Background: an optimization exercise with open tools, aiming at small area and a short achievable clock period. Do not read the settings as production practice.
Power and IR drop assume default switching activity.

==> v34 <==
==> flow/design.v (excerpt) <==
module cpu_top (
    input  logic        in_clk,
    input  logic        in_rst,
    input  logic        instr_valid,
    input  logic [31:0] instr,
    output logic        wb_valid,
    output logic [4:0]  wb_addr,
    output logic [31:0] wb_data
);
    logic        ex_valid;
    logic [4:0]  ex_addr;
    logic [31:0] ex_data;
    logic        wbr_valid;
    logic [4:0]  wbr_addr;
    logic [31:0] wbr_data;
    logic        exe_valid;
    logic [10:0] exe_op;
    logic        exe_cin;
    logic [31:0] exe_op_a;
    logic [31:0] exe_op_b;
    logic [4:0]  exe_sh;
    logic [4:0]  exe_dest;
    decode_stage u_decode (
        .in_clk      (in_clk),
        .in_rst      (in_rst),
        .instr_valid (instr_valid),
        .instr       (instr),
        .ex_valid    (ex_valid),
        .ex_addr     (ex_addr),
        .ex_data     (ex_data),
        .wb_valid    (wbr_valid),
        .wb_addr     (wbr_addr),
        .wb_data     (wbr_data),
        .exe_valid   (exe_valid),
        .exe_op      (exe_op),
        .exe_cin     (exe_cin),
        .exe_op_a    (exe_op_a),
        .exe_op_b    (exe_op_b),
        .exe_sh      (exe_sh),
        .exe_dest    (exe_dest)
    );
    execute_stage u_execute (
        .in_clk     (in_clk),
        .in_rst     (in_rst),
        .exe_valid  (exe_valid),
        .exe_op     (exe_op),
        .exe_cin    (exe_cin),
        .exe_op_a   (exe_op_a),
        .exe_op_b   (exe_op_b),
        .exe_sh     (exe_sh),
        .exe_dest   (exe_dest),
        .ex_valid   (ex_valid),
        .ex_addr    (ex_addr),
        .ex_data    (ex_data),
        .wb_valid   (wbr_valid),
        .wb_addr    (wbr_addr),
        .wb_data    (wbr_data)
    );
    assign wb_valid = wbr_valid;
    assign wb_addr  = wbr_addr;
    assign wb_data  = wbr_data;
endmodule
clock: 6.0 ns
lec_check: 0
cap_margin: 20
core_margin: 2
core_utilization: 50
place_density: 0.6
setup_slack_margin: 3.2
slew_margin: 20
run.sh (not shown) runs the stock make flow with config.mk's settings and CLKGATE_MAP_FILE= SYNTH_SCRIPT=/design/flow/synth_recipe.tcl, a recipe that flattens the netlist after the stock synthesis.
==> v38 (differences from v34) <==
--- a/flow/design.v
+++ b/flow/design.v
@@ -1,102 +1,105 @@
 `timescale 1ns/1ps
 module reg_file (
     input  logic        in_clk,
     input  logic        in_rst,
     input  logic [4:0]  rs_addr,
-    input  logic        rs_byp,
     input  logic [4:0]  rt_addr,
-    input  logic        rt_byp,
-    input  logic [31:0] byp_data,
     output logic [31:0] rs_data,
     output logic [31:0] rt_data,
     input  logic        wr_valid,
     input  logic [4:0]  wr_addr,
     input  logic [31:0] wr_data
 );
     localparam int reg_count = 32;
-    logic [31:0]          regs [1:reg_count-1];
-    logic [reg_count-1:1] vld;
+    logic [31:0] regs [1:reg_count-1];
+    logic [reg_count-1:1] vld_q;
+    logic [reg_count-1:0] vld;
+    assign vld = {vld_q, 1'b0};
     always_ff @(posedge in_clk or posedge in_rst)
     begin
         if (in_rst)
         begin
-            vld <= '0;
+            vld_q <= '0;
         end
         else
         begin
             for (int i = 1; i < reg_count; i++)
             begin
                 if (wr_valid && (wr_addr == 5'(i)))
                 begin
-                    vld[i] <= 1'b1;
+                    vld_q[i] <= 1'b1;
                 end
             end
         end
     end
     always_ff @(posedge in_clk)
     begin
         for (int i = 1; i < reg_count; i++)
         begin
             if (wr_valid && (wr_addr == 5'(i)))
             begin
                 regs[i] <= wr_data;
             end
         end
     end
-    logic [reg_count-1:1] rs_sel;
-    logic [reg_count-1:1] rt_sel;
-    always_comb
-    begin
-        for (int i = 1; i < reg_count; i++)
-        begin
-            rs_sel[i] = vld[i] && !rs_byp && (rs_addr == 5'(i));
-            rt_sel[i] = vld[i] && !rt_byp && (rt_addr == 5'(i));
-        end
-    end
-    always_comb
-    begin
-        rs_data = byp_data & {32{rs_byp}};
-        rt_data = byp_data & {32{rt_byp}};
-        for (int i = 1; i < reg_count; i++)
-        begin
-            rs_data = rs_data | (regs[i] & {32{rs_sel[i]}});
-            rt_data = rt_data | (regs[i] & {32{rt_sel[i]}});
-        end
-    end
+    logic [31:0] rs_raw;
+    logic [31:0] rt_raw;
+    assign rs_raw = (rs_addr == '0) ? '0 : regs[rs_addr];
+    assign rt_raw = (rt_addr == '0) ? '0 : regs[rt_addr];
+    assign rs_data = rs_raw & {32{vld[rs_addr]}};
+    assign rt_data = rt_raw & {32{vld[rt_addr]}};
 endmodule
 `timescale 1ns/1ps
 module forward_unit (
     input  logic [4:0]  src,
     input  logic        used,
+    input  logic [31:0] rf_data,
     input  logic        ex_valid,
     input  logic [4:0]  ex_addr,
     input  logic        wb_valid,
     input  logic [4:0]  wb_addr,
+    input  logic [31:0] wb_data,
     output logic        ex_hit,
-    output logic        wb_hit
+    output logic [31:0] data
 );
+    logic wb_hit;
     assign ex_hit = used && ex_valid && (ex_addr == src);
     assign wb_hit = wb_valid && (wb_addr == src);
+    always_comb
+    begin
+        if (!used)
+        begin
+            data = '0;
+        end
+        else if (wb_hit)
+        begin
+            data = wb_data;
+        end
+        else
+        begin
+            data = rf_data;
+        end
+    end
 endmodule
 `timescale 1ns/1ps
 module decode_stage (
     input  logic              in_clk,
     input  logic              in_rst,
     input  logic              instr_valid,
     input  logic [31:0]       instr,
     input  logic              ex_valid,
     input  logic [4:0]        ex_addr,
-    input  logic [31:0]       ex_data,
     input  logic              wb_valid,
     input  logic [4:0]        wb_addr,
     input  logic [31:0]       wb_data,
     output logic              exe_valid,
     output logic [10:0]       exe_op,
-    output logic              exe_cin,
+    output logic              exe_fwd_a,
+    output logic              exe_fwd_b,
     output logic [31:0]       exe_op_a,
     output logic [31:0]       exe_op_b,
     output logic [4:0]        exe_sh,
     output logic [4:0]        exe_dest
 );
     localparam logic [5:0] op_rtype = 6'h00;
     localparam logic [5:0] op_addiu = 6'h09;
@@ -139,25 +142,22 @@
     logic [4:0]  dest;
     logic [10:0] op;
     logic        known;
     logic        use_rs;
     logic        use_rt;
     logic        use_lui;
     logic        sign_ext;
-    logic        inv;
     logic        wr_valid;
-    logic [31:0] rs_val;
-    logic [31:0] rt_val;
+    logic [31:0] rs_rf;
+    logic [31:0] rt_rf;
+    logic [31:0] rs_fwd;
+    logic [31:0] rt_fwd;
     logic        rs_ex_hit;
     logic        rt_ex_hit;
-    logic        rs_wb_hit;
-    logic        rt_wb_hit;
     logic [31:0] imm_ext;
-    logic [31:0] b_raw;
-    logic [31:0] op_a;
     logic [31:0] op_b;
     always_ff @(posedge in_clk or posedge in_rst)
     begin
         if (in_rst)
         begin
             fd_valid <= 1'b0;
         end
@@ -240,15 +240,14 @@
                 op[b_or] = 1'b1;
                 use_rs   = 1'b0;
                 use_lui  = 1'b1;
             end
             default: known = 1'b0;
         endcase
     end
-    assign inv = op[b_sub] | op[b_slt] | op[b_sltu];
     assign wr_valid = fd_valid && known && (dest != '0);
     always_comb
     begin
         if (use_lui)
         begin
             imm_ext = {imm, 16'b0};
         end
@@ -257,89 +256,86 @@
             imm_ext = {{16{imm[15]}}, imm};
         end
         else
         begin
             imm_ext = {16'b0, imm};
         end
     end
+    reg_file u_reg_file (
+        .in_clk   (in_clk),
+        .in_rst   (in_rst),
+        .rs_addr  (rs),
+        .rt_addr  (rt),
+        .rs_data  (rs_rf),
+        .rt_data  (rt_rf),
+        .wr_valid (wb_valid),
+        .wr_addr  (wb_addr),
+        .wr_data  (wb_data)
+    );
     forward_unit u_fwd_rs (
         .src      (rs),
         .used     (use_rs),
+        .rf_data  (rs_rf),
         .ex_valid (ex_valid),
         .ex_addr  (ex_addr),
         .wb_valid (wb_valid),
         .wb_addr  (wb_addr),
+        .wb_data  (wb_data),
         .ex_hit   (rs_ex_hit),
-        .wb_hit   (rs_wb_hit)
+        .data     (rs_fwd)
     );
     forward_unit u_fwd_rt (
         .src      (rt),
         .used     (use_rt),
+        .rf_data  (rt_rf),
         .ex_valid (ex_valid),
         .ex_addr  (ex_addr),
         .wb_valid (wb_valid),
         .wb_addr  (wb_addr),
+        .wb_data  (wb_data),
         .ex_hit   (rt_ex_hit),
-        .wb_hit   (rt_wb_hit)
+        .data     (rt_fwd)
     );
-    reg_file u_reg_file (
-        .in_clk   (in_clk),
-        .in_rst   (in_rst),
-        .rs_addr  (rs),
-        .rs_byp   (rs_wb_hit),
-        .rt_addr  (rt),
-        .rt_byp   (rt_wb_hit),
-        .byp_data (wb_data),
-        .rs_data  (rs_val),
-        .rt_data  (rt_val),
-        .wr_valid (wb_valid),
-        .wr_addr  (wb_addr),
-        .wr_data  (wb_data)
-    );
-    assign b_raw = use_rt ? rt_val : imm_ext;
-    assign op_a = ({32{rs_ex_hit}} & ex_data)
-                | ({32{use_rs && !rs_ex_hit}} & rs_val);
-    assign op_b = ({32{rt_ex_hit && !inv}} & ex_data)
-                | ({32{rt_ex_hit && inv}} & ~ex_data)
-                | ({32{!rt_ex_hit}} & (b_raw ^ {32{inv}}));
+    assign op_b = use_rt ? rt_fwd : imm_ext;
     always_ff @(posedge in_clk or posedge in_rst)
     begin
         if (in_rst)
         begin
             exe_valid <= 1'b0;
         end
         else
         begin
             exe_valid <= wr_valid;
         end
     end
     always_ff @(posedge in_clk)
     begin
-        exe_op   <= op;
-        exe_cin  <= inv;
-        exe_op_a <= op_a;
-        exe_op_b <= op_b;
-        exe_sh   <= shamt;
-        exe_dest <= dest;
+        exe_op    <= op;
+        exe_fwd_a <= rs_ex_hit;
+        exe_fwd_b <= rt_ex_hit;
+        exe_op_a  <= rs_fwd;
+        exe_op_b  <= op_b;
+        exe_sh    <= shamt;
+        exe_dest  <= dest;
     end
 endmodule
 `timescale 1ns/1ps
 module execute_stage (
     input  logic        in_clk,
     input  logic        in_rst,
     input  logic        exe_valid,
     input  logic [10:0] exe_op,
-    input  logic        exe_cin,
+    input  logic        exe_fwd_a,
+    input  logic        exe_fwd_b,
     input  logic [31:0] exe_op_a,
     input  logic [31:0] exe_op_b,
     input  logic [4:0]  exe_sh,
     input  logic [4:0]  exe_dest,
     output logic        ex_valid,
     output logic [4:0]  ex_addr,
-    output logic [31:0] ex_data,
     output logic        wb_valid,
     output logic [4:0]  wb_addr,
     output logic [31:0] wb_data
 );
     localparam int b_add  = 0;
     localparam int b_sub  = 1;
     localparam int b_and  = 2;
@@ -349,29 +345,29 @@
     localparam int b_slt  = 6;
     localparam int b_sltu = 7;
     localparam int b_sll  = 8;
     localparam int b_srl  = 9;
     localparam int b_sra  = 10;
     logic [31:0] a;
     logic [31:0] b;
+    logic        inv;
     logic [32:0] sum;
     logic        lt;
     logic        ltu;
     logic [31:0] shl;
     logic [31:0] shr;
     logic [31:0] alu_y;
     logic        wb_valid_q;
     logic [4:0]  wb_addr_q;
     logic [31:0] wb_data_q;
-    assign a = exe_op_a;
-    assign b = exe_op_b;
-    logic [33:0] sum_x;
-    assign sum_x = {1'b0, a, 1'b1} + {1'b0, b, exe_cin};
-    assign sum   = sum_x[33:1];
-    assign lt  = (a[31] == b[31]) ? a[31] : sum[31];
+    assign a = exe_fwd_a ? wb_data_q : exe_op_a;
+    assign b = exe_fwd_b ? wb_data_q : exe_op_b;
+    assign inv = exe_op[b_sub] | exe_op[b_slt] | exe_op[b_sltu];
+    assign sum = {1'b0, a} + {1'b0, b ^ {32{inv}}} + {32'b0, inv};
+    assign lt  = (a[31] ^ b[31]) ? a[31] : sum[31];
     assign ltu = ~sum[32];
     assign shl = b << exe_sh;
     assign shr = $signed({exe_op[b_sra] & b[31], b}) >>> exe_sh;
     always_comb
     begin
         alu_y = ({32{exe_op[b_add] | exe_op[b_sub]}} & sum[31:0])
               | ({32{exe_op[b_and]}} & (a & b))
@@ -380,15 +376,14 @@
               | ({32{exe_op[b_nor]}} & ~(a | b))
               | ({32{exe_op[b_sll]}} & shl)
               | ({32{exe_op[b_srl] | exe_op[b_sra]}} & shr);
         alu_y[0] = alu_y[0] | (exe_op[b_slt] & lt) | (exe_op[b_sltu] & ltu);
     end
     assign ex_valid = exe_valid;
     assign ex_addr  = exe_dest;
-    assign ex_data  = alu_y;
     always_ff @(posedge in_clk or posedge in_rst)
     begin
         if (in_rst)
         begin
             wb_valid_q <= 1'b0;
         end
         else
@@ -413,57 +408,57 @@
     input  logic [31:0] instr,
     output logic        wb_valid,
     output logic [4:0]  wb_addr,
     output logic [31:0] wb_data
 );
     logic        ex_valid;
     logic [4:0]  ex_addr;
-    logic [31:0] ex_data;
     logic        wbr_valid;
     logic [4:0]  wbr_addr;
     logic [31:0] wbr_data;
     logic        exe_valid;
     logic [10:0] exe_op;
-    logic        exe_cin;
+    logic        exe_fwd_a;
+    logic        exe_fwd_b;
     logic [31:0] exe_op_a;
     logic [31:0] exe_op_b;
     logic [4:0]  exe_sh;
     logic [4:0]  exe_dest;
     decode_stage u_decode (
         .in_clk      (in_clk),
         .in_rst      (in_rst),
         .instr_valid (instr_valid),
         .instr       (instr),
         .ex_valid    (ex_valid),
         .ex_addr     (ex_addr),
-        .ex_data     (ex_data),
         .wb_valid    (wbr_valid),
         .wb_addr     (wbr_addr),
         .wb_data     (wbr_data),
         .exe_valid   (exe_valid),
         .exe_op      (exe_op),
-        .exe_cin     (exe_cin),
+        .exe_fwd_a   (exe_fwd_a),
+        .exe_fwd_b   (exe_fwd_b),
         .exe_op_a    (exe_op_a),
         .exe_op_b    (exe_op_b),
         .exe_sh      (exe_sh),
         .exe_dest    (exe_dest)
     );
     execute_stage u_execute (
         .in_clk     (in_clk),
         .in_rst     (in_rst),
         .exe_valid  (exe_valid),
         .exe_op     (exe_op),
-        .exe_cin    (exe_cin),
+        .exe_fwd_a  (exe_fwd_a),
+        .exe_fwd_b  (exe_fwd_b),
         .exe_op_a   (exe_op_a),
         .exe_op_b   (exe_op_b),
         .exe_sh     (exe_sh),
         .exe_dest   (exe_dest),
         .ex_valid   (ex_valid),
         .ex_addr    (ex_addr),
-        .ex_data    (ex_data),
         .wb_valid   (wbr_valid),
         .wb_addr    (wbr_addr),
         .wb_data    (wbr_data)
     );
     assign wb_valid = wbr_valid;
     assign wb_addr  = wbr_addr;
     assign wb_data  = wbr_data;
Settings changed: CORE_UTILIZATION 50 to 30, PLACE_DENSITY 0.6 to 0.5, SETUP_SLACK_MARGIN 3.2 to not set.
==> v1 (differences from v34) <==
--- a/flow/design.v
+++ b/flow/design.v
@@ -1,102 +1,105 @@
 `timescale 1ns/1ps
 module reg_file (
     input  logic        in_clk,
     input  logic        in_rst,
     input  logic [4:0]  rs_addr,
-    input  logic        rs_byp,
     input  logic [4:0]  rt_addr,
-    input  logic        rt_byp,
-    input  logic [31:0] byp_data,
     output logic [31:0] rs_data,
     output logic [31:0] rt_data,
     input  logic        wr_valid,
     input  logic [4:0]  wr_addr,
     input  logic [31:0] wr_data
 );
     localparam int reg_count = 32;
-    logic [31:0]          regs [1:reg_count-1];
-    logic [reg_count-1:1] vld;
+    logic [31:0] regs [1:reg_count-1];
+    logic [reg_count-1:1] vld_q;
+    logic [reg_count-1:0] vld;
+    assign vld = {vld_q, 1'b0};
     always_ff @(posedge in_clk or posedge in_rst)
     begin
         if (in_rst)
         begin
-            vld <= '0;
+            vld_q <= '0;
         end
         else
         begin
             for (int i = 1; i < reg_count; i++)
             begin
                 if (wr_valid && (wr_addr == 5'(i)))
                 begin
-                    vld[i] <= 1'b1;
+                    vld_q[i] <= 1'b1;
                 end
             end
         end
     end
     always_ff @(posedge in_clk)
     begin
         for (int i = 1; i < reg_count; i++)
         begin
             if (wr_valid && (wr_addr == 5'(i)))
             begin
                 regs[i] <= wr_data;
             end
         end
     end
-    logic [reg_count-1:1] rs_sel;
-    logic [reg_count-1:1] rt_sel;
-    always_comb
-    begin
-        for (int i = 1; i < reg_count; i++)
-        begin
-            rs_sel[i] = vld[i] && !rs_byp && (rs_addr == 5'(i));
-            rt_sel[i] = vld[i] && !rt_byp && (rt_addr == 5'(i));
-        end
-    end
-    always_comb
-    begin
-        rs_data = byp_data & {32{rs_byp}};
-        rt_data = byp_data & {32{rt_byp}};
-        for (int i = 1; i < reg_count; i++)
-        begin
-            rs_data = rs_data | (regs[i] & {32{rs_sel[i]}});
-            rt_data = rt_data | (regs[i] & {32{rt_sel[i]}});
-        end
-    end
+    logic [31:0] rs_raw;
+    logic [31:0] rt_raw;
+    assign rs_raw = (rs_addr == '0) ? '0 : regs[rs_addr];
+    assign rt_raw = (rt_addr == '0) ? '0 : regs[rt_addr];
+    assign rs_data = rs_raw & {32{vld[rs_addr]}};
+    assign rt_data = rt_raw & {32{vld[rt_addr]}};
 endmodule
 `timescale 1ns/1ps
 module forward_unit (
     input  logic [4:0]  src,
     input  logic        used,
+    input  logic [31:0] rf_data,
     input  logic        ex_valid,
     input  logic [4:0]  ex_addr,
     input  logic        wb_valid,
     input  logic [4:0]  wb_addr,
+    input  logic [31:0] wb_data,
     output logic        ex_hit,
-    output logic        wb_hit
+    output logic [31:0] data
 );
+    logic wb_hit;
     assign ex_hit = used && ex_valid && (ex_addr == src);
     assign wb_hit = wb_valid && (wb_addr == src);
+    always_comb
+    begin
+        if (!used)
+        begin
+            data = '0;
+        end
+        else if (wb_hit)
+        begin
+            data = wb_data;
+        end
+        else
+        begin
+            data = rf_data;
+        end
+    end
 endmodule
 `timescale 1ns/1ps
 module decode_stage (
     input  logic              in_clk,
     input  logic              in_rst,
     input  logic              instr_valid,
     input  logic [31:0]       instr,
     input  logic              ex_valid,
     input  logic [4:0]        ex_addr,
-    input  logic [31:0]       ex_data,
     input  logic              wb_valid,
     input  logic [4:0]        wb_addr,
     input  logic [31:0]       wb_data,
     output logic              exe_valid,
     output logic [10:0]       exe_op,
-    output logic              exe_cin,
+    output logic              exe_fwd_a,
+    output logic              exe_fwd_b,
     output logic [31:0]       exe_op_a,
     output logic [31:0]       exe_op_b,
     output logic [4:0]        exe_sh,
     output logic [4:0]        exe_dest
 );
     localparam logic [5:0] op_rtype = 6'h00;
     localparam logic [5:0] op_addiu = 6'h09;
@@ -139,25 +142,22 @@
     logic [4:0]  dest;
     logic [10:0] op;
     logic        known;
     logic        use_rs;
     logic        use_rt;
     logic        use_lui;
     logic        sign_ext;
-    logic        inv;
     logic        wr_valid;
-    logic [31:0] rs_val;
-    logic [31:0] rt_val;
+    logic [31:0] rs_rf;
+    logic [31:0] rt_rf;
+    logic [31:0] rs_fwd;
+    logic [31:0] rt_fwd;
     logic        rs_ex_hit;
     logic        rt_ex_hit;
-    logic        rs_wb_hit;
-    logic        rt_wb_hit;
     logic [31:0] imm_ext;
-    logic [31:0] b_raw;
-    logic [31:0] op_a;
     logic [31:0] op_b;
     always_ff @(posedge in_clk or posedge in_rst)
     begin
         if (in_rst)
         begin
             fd_valid <= 1'b0;
         end
@@ -240,15 +240,14 @@
                 op[b_or] = 1'b1;
                 use_rs   = 1'b0;
                 use_lui  = 1'b1;
             end
             default: known = 1'b0;
         endcase
     end
-    assign inv = op[b_sub] | op[b_slt] | op[b_sltu];
     assign wr_valid = fd_valid && known && (dest != '0);
     always_comb
     begin
         if (use_lui)
         begin
             imm_ext = {imm, 16'b0};
         end
@@ -257,89 +256,86 @@
             imm_ext = {{16{imm[15]}}, imm};
         end
         else
         begin
             imm_ext = {16'b0, imm};
         end
     end
+    reg_file u_reg_file (
+        .in_clk   (in_clk),
+        .in_rst   (in_rst),
+        .rs_addr  (rs),
+        .rt_addr  (rt),
+        .rs_data  (rs_rf),
+        .rt_data  (rt_rf),
+        .wr_valid (wb_valid),
+        .wr_addr  (wb_addr),
+        .wr_data  (wb_data)
+    );
     forward_unit u_fwd_rs (
         .src      (rs),
         .used     (use_rs),
+        .rf_data  (rs_rf),
         .ex_valid (ex_valid),
         .ex_addr  (ex_addr),
         .wb_valid (wb_valid),
         .wb_addr  (wb_addr),
+        .wb_data  (wb_data),
         .ex_hit   (rs_ex_hit),
-        .wb_hit   (rs_wb_hit)
+        .data     (rs_fwd)
     );
     forward_unit u_fwd_rt (
         .src      (rt),
         .used     (use_rt),
+        .rf_data  (rt_rf),
         .ex_valid (ex_valid),
         .ex_addr  (ex_addr),
         .wb_valid (wb_valid),
         .wb_addr  (wb_addr),
+        .wb_data  (wb_data),
         .ex_hit   (rt_ex_hit),
-        .wb_hit   (rt_wb_hit)
+        .data     (rt_fwd)
     );
-    reg_file u_reg_file (
-        .in_clk   (in_clk),
-        .in_rst   (in_rst),
-        .rs_addr  (rs),
-        .rs_byp   (rs_wb_hit),
-        .rt_addr  (rt),
-        .rt_byp   (rt_wb_hit),
-        .byp_data (wb_data),
-        .rs_data  (rs_val),
-        .rt_data  (rt_val),
-        .wr_valid (wb_valid),
-        .wr_addr  (wb_addr),
-        .wr_data  (wb_data)
-    );
-    assign b_raw = use_rt ? rt_val : imm_ext;
-    assign op_a = ({32{rs_ex_hit}} & ex_data)
-                | ({32{use_rs && !rs_ex_hit}} & rs_val);
-    assign op_b = ({32{rt_ex_hit && !inv}} & ex_data)
-                | ({32{rt_ex_hit && inv}} & ~ex_data)
-                | ({32{!rt_ex_hit}} & (b_raw ^ {32{inv}}));
+    assign op_b = use_rt ? rt_fwd : imm_ext;
     always_ff @(posedge in_clk or posedge in_rst)
     begin
         if (in_rst)
         begin
             exe_valid <= 1'b0;
         end
         else
         begin
             exe_valid <= wr_valid;
         end
     end
     always_ff @(posedge in_clk)
     begin
-        exe_op   <= op;
-        exe_cin  <= inv;
-        exe_op_a <= op_a;
-        exe_op_b <= op_b;
-        exe_sh   <= shamt;
-        exe_dest <= dest;
+        exe_op    <= op;
+        exe_fwd_a <= rs_ex_hit;
+        exe_fwd_b <= rt_ex_hit;
+        exe_op_a  <= rs_fwd;
+        exe_op_b  <= op_b;
+        exe_sh    <= shamt;
+        exe_dest  <= dest;
     end
 endmodule
 `timescale 1ns/1ps
 module execute_stage (
     input  logic        in_clk,
     input  logic        in_rst,
     input  logic        exe_valid,
     input  logic [10:0] exe_op,
-    input  logic        exe_cin,
+    input  logic        exe_fwd_a,
+    input  logic        exe_fwd_b,
     input  logic [31:0] exe_op_a,
     input  logic [31:0] exe_op_b,
     input  logic [4:0]  exe_sh,
     input  logic [4:0]  exe_dest,
     output logic        ex_valid,
     output logic [4:0]  ex_addr,
-    output logic [31:0] ex_data,
     output logic        wb_valid,
     output logic [4:0]  wb_addr,
     output logic [31:0] wb_data
 );
     localparam int b_add  = 0;
     localparam int b_sub  = 1;
     localparam int b_and  = 2;
@@ -349,29 +345,29 @@
     localparam int b_slt  = 6;
     localparam int b_sltu = 7;
     localparam int b_sll  = 8;
     localparam int b_srl  = 9;
     localparam int b_sra  = 10;
     logic [31:0] a;
     logic [31:0] b;
+    logic        inv;
     logic [32:0] sum;
     logic        lt;
     logic        ltu;
     logic [31:0] shl;
     logic [31:0] shr;
     logic [31:0] alu_y;
     logic        wb_valid_q;
     logic [4:0]  wb_addr_q;
     logic [31:0] wb_data_q;
-    assign a = exe_op_a;
-    assign b = exe_op_b;
-    logic [33:0] sum_x;
-    assign sum_x = {1'b0, a, 1'b1} + {1'b0, b, exe_cin};
-    assign sum   = sum_x[33:1];
-    assign lt  = (a[31] == b[31]) ? a[31] : sum[31];
+    assign a = exe_fwd_a ? wb_data_q : exe_op_a;
+    assign b = exe_fwd_b ? wb_data_q : exe_op_b;
+    assign inv = exe_op[b_sub] | exe_op[b_slt] | exe_op[b_sltu];
+    assign sum = {1'b0, a} + {1'b0, b ^ {32{inv}}} + {32'b0, inv};
+    assign lt  = (a[31] ^ b[31]) ? a[31] : sum[31];
     assign ltu = ~sum[32];
     assign shl = b << exe_sh;
     assign shr = $signed({exe_op[b_sra] & b[31], b}) >>> exe_sh;
     always_comb
     begin
         alu_y = ({32{exe_op[b_add] | exe_op[b_sub]}} & sum[31:0])
               | ({32{exe_op[b_and]}} & (a & b))
@@ -380,15 +376,14 @@
               | ({32{exe_op[b_nor]}} & ~(a | b))
               | ({32{exe_op[b_sll]}} & shl)
               | ({32{exe_op[b_srl] | exe_op[b_sra]}} & shr);
         alu_y[0] = alu_y[0] | (exe_op[b_slt] & lt) | (exe_op[b_sltu] & ltu);
     end
     assign ex_valid = exe_valid;
     assign ex_addr  = exe_dest;
-    assign ex_data  = alu_y;
     always_ff @(posedge in_clk or posedge in_rst)
     begin
         if (in_rst)
         begin
             wb_valid_q <= 1'b0;
         end
         else
@@ -413,57 +408,57 @@
     input  logic [31:0] instr,
     output logic        wb_valid,
     output logic [4:0]  wb_addr,
     output logic [31:0] wb_data
 );
     logic        ex_valid;
     logic [4:0]  ex_addr;
-    logic [31:0] ex_data;
     logic        wbr_valid;
     logic [4:0]  wbr_addr;
     logic [31:0] wbr_data;
     logic        exe_valid;
     logic [10:0] exe_op;
-    logic        exe_cin;
+    logic        exe_fwd_a;
+    logic        exe_fwd_b;
     logic [31:0] exe_op_a;
     logic [31:0] exe_op_b;
     logic [4:0]  exe_sh;
     logic [4:0]  exe_dest;
     decode_stage u_decode (
         .in_clk      (in_clk),
         .in_rst      (in_rst),
         .instr_valid (instr_valid),
         .instr       (instr),
         .ex_valid    (ex_valid),
         .ex_addr     (ex_addr),
-        .ex_data     (ex_data),
         .wb_valid    (wbr_valid),
         .wb_addr     (wbr_addr),
         .wb_data     (wbr_data),
         .exe_valid   (exe_valid),
         .exe_op      (exe_op),
-        .exe_cin     (exe_cin),
+        .exe_fwd_a   (exe_fwd_a),
+        .exe_fwd_b   (exe_fwd_b),
         .exe_op_a    (exe_op_a),
         .exe_op_b    (exe_op_b),
         .exe_sh      (exe_sh),
         .exe_dest    (exe_dest)
     );
     execute_stage u_execute (
         .in_clk     (in_clk),
         .in_rst     (in_rst),
         .exe_valid  (exe_valid),
         .exe_op     (exe_op),
-        .exe_cin    (exe_cin),
+        .exe_fwd_a  (exe_fwd_a),
+        .exe_fwd_b  (exe_fwd_b),
         .exe_op_a   (exe_op_a),
         .exe_op_b   (exe_op_b),
         .exe_sh     (exe_sh),
         .exe_dest   (exe_dest),
         .ex_valid   (ex_valid),
         .ex_addr    (ex_addr),
-        .ex_data    (ex_data),
         .wb_valid   (wbr_valid),
         .wb_addr    (wbr_addr),
         .wb_data    (wbr_data)
     );
     assign wb_valid = wbr_valid;
     assign wb_addr  = wbr_addr;
     assign wb_data  = wbr_data;
Settings changed: CORE_UTILIZATION 50 to 30, PLACE_DENSITY 0.6 to 0.5, SETUP_SLACK_MARGIN 3.2 to 3.0.
==> notes <==
The lowest utilization belongs to v38, the highest to v34.
The highest cell area belongs to v34, the lowest to v38.
Against v34, the non-clock buffer count of v1 is lower by 166.
Of v34 and v1, v1 has the higher synthesized cell count (gap 2.7%, measured against v1).
First-iteration DRC count: v38 < v1 < v34.
Worst hold slack, lowest first: v1, v34, v38.
v38 went through all stages and came out clean. v34 completed with no timing, DRC or antenna violations. v1 completed with no timing, DRC or antenna violations.
Wire length, highest first: v34, v1, v38.
Total power: v34 < v38 < v1.
Die area is the same in v1 and v38.
The lowest count of clock-buffer cells in the layout belongs to v34, the highest to v1.
Of v38 and v1, v1 has the higher final cell count (gap about 4.3%, measured against v1).
Function was not checked in any run of this note: the RTL went through the layout flow alone.

==> what the ideal ports hide <==
How much do the figures lean on ideal ports? The routed layouts below were timed once more, with nothing changed but the port constraints.
Step 1 (the two cells are an assumption about what drives the block):
set clk [get_ports {in_clk}]
set_driving_cell -lib_cell sky130_fd_sc_hd__clkbuf_16 $clk
set_driving_cell -lib_cell sky130_fd_sc_hd__buf_2 [delete_from_list [all_inputs] $clk]
Step 2 moves the port delays by t, midway between the first and last clock arrival at a register: inputs arrive t later, outputs are due t later. That takes back most of the time a late clock gives input paths.
a / b / c = ideal / step 1 / step 2; a / b = the first two.
| run | shift t [ns] | setup WS [ns] | hold WS [ns] | latest minus earliest clock arrival (ns) |
|---|---|---|---|---|
| v34 | 0.861 | 2.314 / 2.314 / 2.314 | 0.393 / 0.393 / 0.393 | 0.042 / 0.042 |
| v38 | 0.880 | 1.353 / 1.353 / 1.353 | 0.395 / 0.395 / 0.395 | 0.062 / 0.062 |
| v1 | 0.881 | 2.628 / 2.628 / 2.628 | 0.386 / 0.386 / 0.386 | 0.070 / 0.070 |
After both steps setup and hold are still met in every run listed.
